This design comes from an exercise in tuning for small area and a short achievable clock period on the open sky130 flow, not from production work.
RTL that was checked went through simulation tests only; none was proved equivalent to the original.
Power is estimated from default activity; no workload was simulated.

== red ==
==> module issue_logic, before the edit <==
module issue_logic #(
   parameter int W = 32
) (
   input  logic [W-1:0] p,
   input  logic [W-1:0] g,
   input  logic [W-1:0] bx,
   input  logic [1:0]   op,
   input  logic         sel,
   output logic [W-1:0] r
);
   logic s_g, s_p, s_np, s_pb;
   assign s_g  = sel & ~op[1];             
   assign s_p  = sel & ~op[1] & op[0];     
   assign s_np = sel & op[1] & ~op[0];     
   assign s_pb = sel & op[1] & op[0];      
   assign r = ({W{s_g}} & g) | ({W{s_p}} & p) | ({W{s_np}} & ~p) | ({W{s_pb}} & p & bx);
endmodule
==> flow/config.mk <==
export PLATFORM = sky130hd
export DESIGN_NAME = issue_unit
export DESIGN_NICKNAME = issue_unit
export VERILOG_FILES = /design/flow/design.v
export SDC_FILE = /design/flow/constraint.sdc
export NUM_CORES = 4
export LEC_CHECK = 0
export ABC_CLOCK_PERIOD_IN_PS = 4000
export CAP_MARGIN = 20
export CORE_MARGIN = 2
export CORE_UTILIZATION = 40
export PLACE_DENSITY = 0.7
export SETUP_SLACK_MARGIN = 4.45
export SLEW_MARGIN = 20
export SYNTH_HIERARCHICAL = 1
==> flow/constraint.sdc <==
create_clock -name core_clock -period 8.0 [get_ports {clk}]
set_input_delay 1.6000 -clock core_clock [delete_from_list [all_inputs] [get_ports {clk}]]
set_output_delay 1.6000 -clock core_clock [all_outputs]
set_load 0.01 [all_outputs]
standard.sh (not shown) runs the stock make flow with config.mk's settings and CLKGATE_MAP_FILE= SYNTH_SCRIPT=/design/flow/synth_recipe.tcl, a recipe that flattens the netlist after the stock synthesis.
==> flow/flow/run.sh <==
#!/bin/bash
set -euo pipefail
export BUFFER_PORTS_ARGS="-buffer_cell sky130_fd_sc_hd__buf_1"
bash standard.sh > standard.log 2>&1
[inputs] blue vs red
--- a/flow/design.v
+++ b/flow/design.v
@@ -1634,6 +1634,6 @@
    assign s_g  = sel & ~op[1];             
    assign s_p  = sel & ~op[1] & op[0];     
    assign s_np = sel & op[1] & ~op[0];     
    assign s_pb = sel & op[1] & op[0];      
-   assign r = ({W{s_g}} & g) | ({W{s_p}} & p) | ({W{s_np}} & ~p) | ({W{s_pb}} & p & bx);
+   assign r = ({W{s_g}} & g) | (p & ({W{s_p}} | ({W{s_pb}} & bx))) | ({W{s_np}} & ~p);
 endmodule
==> run notes <==
Taking red as the reference point, the wire length the detailed router placed on met1 of blue falls by about 1%.
Total track usage across red and blue: no real change.
Compared blue against red; via count within noise.
Looking at red and blue, the sequential share of layout area is a wash.
red -> blue: utilization flat

* * *

== quartz ==
Another version of the RTL of issue_unit (not shown whole).
Size: ~1800 cells after synthesis, ~190 I/O pins.
export LEC_CHECK = 0
export ABC_CLOCK_PERIOD_IN_PS = 4000
export CAP_MARGIN = 20
export CORE_MARGIN = 2
export CORE_UTILIZATION = 40
export SETUP_SLACK_MARGIN = 4.45
export SLEW_MARGIN = 20
export SYNTH_HIERARCHICAL = 1
create_clock -name core_clock -period 8.0 [get_ports {clk}]
Scripts as last shown in full above: flow/flow/run.sh
#### Input delta (xenon over quartz)
--- a/flow/design.v
+++ b/flow/design.v
@@ -1432,25 +1432,25 @@
    logic bs29, bc29;
    mul_fa u_bfa29 (.a(hx2_q[29]), .b(hy2_q[29]), .c(hz2_q[29]), .s(bs29), .co(bc29));
    assign hu[29] = bs29;
    assign hv[29] = bc28;
    logic bs30, bc30;
    mul_fa u_bfa30 (.a(hx2_q[30]), .b(hy2_q[30]), .c(hz2_q[30]), .s(bs30), .co(bc30));
    assign hu[30] = bs30;
    assign hv[30] = bc29;
    logic bs31, bc31;
    mul_fa u_bfa31 (.a(hx2_q[31]), .b(hy2_q[31]), .c(hz2_q[31]), .s(bs31), .co(bc31));
    assign hu[31] = bs31;
    assign hv[31] = bc30;
-   issue_mul_bk #(.W(32 - K)) u_hi (.a(hu), .b(hv), .cin(c2_q), .s(hi_sum));
+   issue_mul_bk #(.W(32 - K), .TOP(16)) u_hi (.a(hu), .b(hv), .cin(c2_q), .s(hi_sum));
    always_ff @(posedge clk) begin
       if (!reset) mv <= '0;
       else        mv <= {mv[2:1], in_valid};
    end
    always_ff @(posedge clk) begin
       a_q    <= in_a;
       bneg   <= eneg;
       bone   <= eone;
       btwo   <= etwo;
       tag1_q <= in_tag;
       lo2_q  <= lo_sum[K-1:0];
       c2_q   <= lo_sum[K];
@@ -1467,45 +1467,46 @@
 endmodule
 module mul_fa (
    input  logic a,
    input  logic b,
    input  logic c,
    output logic s,
    output logic co
 );
    assign s  = a ^ b ^ c;
    assign co = (a & b) | (a & c) | (b & c);
 endmodule
 module issue_mul_bk #(
-   parameter int W = 22
+   parameter int W   = 22,
+   parameter int TOP = 16     
 ) (
    input  logic [W-1:0] a,
    input  logic [W-1:0] b,
    input  logic         cin,
    output logic [W-1:0] s
 );
    logic [W-1:0] p, g, gg, pp;
    always_comb begin
       p  = a ^ b;
       g  = a & b;
       gg = g;
       pp = p;
       gg[0] = g[0] | (p[0] & cin);
       for (int d = 1; d < W; d = d * 2) begin
          for (int i = 2 * d - 1; i < W; i += 2 * d) begin
             gg[i] = gg[i] | (pp[i] & gg[i-d]);
             pp[i] = pp[i] & pp[i-d];
          end
       end
-      for (int d = 1 << ($clog2(W) - 1); d >= 1; d = d / 2) begin
+      for (int d = TOP; d >= 1; d = d / 2) begin
          for (int i = 3 * d - 1; i < W; i += 2 * d) begin
             gg[i] = gg[i] | (pp[i] & gg[i-d]);
             pp[i] = pp[i] & pp[i-d];
          end
       end
       s = p ^ {gg[W-2:0], cin};
    end
 endmodule
 module mul_ha (
    input  logic a,
    input  logic b,
    output logic s,
Results
The final reports for xenon and quartz show global-route wire length before repair higher in the former.
When xenon is set beside quartz, its cell internal power dissipation turns out to be about 1.7% smaller.
cdb_data_q[18] as the end of the critical path was reported by xenon, and issueint_done by quartz.
The more densely filled core belongs to quartz, not xenon.
Diff quartz..xenon | source-to-sink clock delay at the later pin of the worst-skew pair | negligible
On floorplan die height, xenon and quartz are neck and neck.
A timing startpoint of the critical path of reset is what quartz shows, while issueint_opcode[1] belongs to xenon.
Only the layout flow was run in quartz; the RTL was not checked for function there.

-- port drivers added, routing unchanged --
In the flow no input, the clock included, has a driving cell. The finished layouts below were timed again as built, in two steps.
Step 1: set_driving_cell puts a clkbuf_16 on clk and a buf_2 on each other input, an assumption about the parent block.
Step 2 adds t to the input delays and takes it off the output delays; t is the mean of the earliest and latest rising clock arrival at the registers after step 1. Input paths then give back, and output paths get back, about the clock's delay inside the block.
Three values: ideal ports, drivers, drivers and shift; two values: the first two.
run | t (ns) | setup slack, ns | worst setup path at the end | clock arrival spread, ns | pins driven straight from the clock port
red | 0.622 | 4.400 / 4.347 / 3.725 | input to register | 0.018 / 0.018 | 1
blue | 0.619 | 4.412 / 4.359 / 3.739 | input to register | 0.015 / 0.015 | 1
quartz | 0.625 | 4.425 / 4.360 / 3.735 | input to register | 0.032 / 0.032 | 1
xenon | 0.615 | 4.328 / 4.248 / 3.632 | input to register | 0.027 / 0.027 | 1
After both steps every run listed still meets setup and hold. For xenon, which loses most, drivers alone change the setup slack by -0.080 ns; drivers and shift together by -0.696 ns.
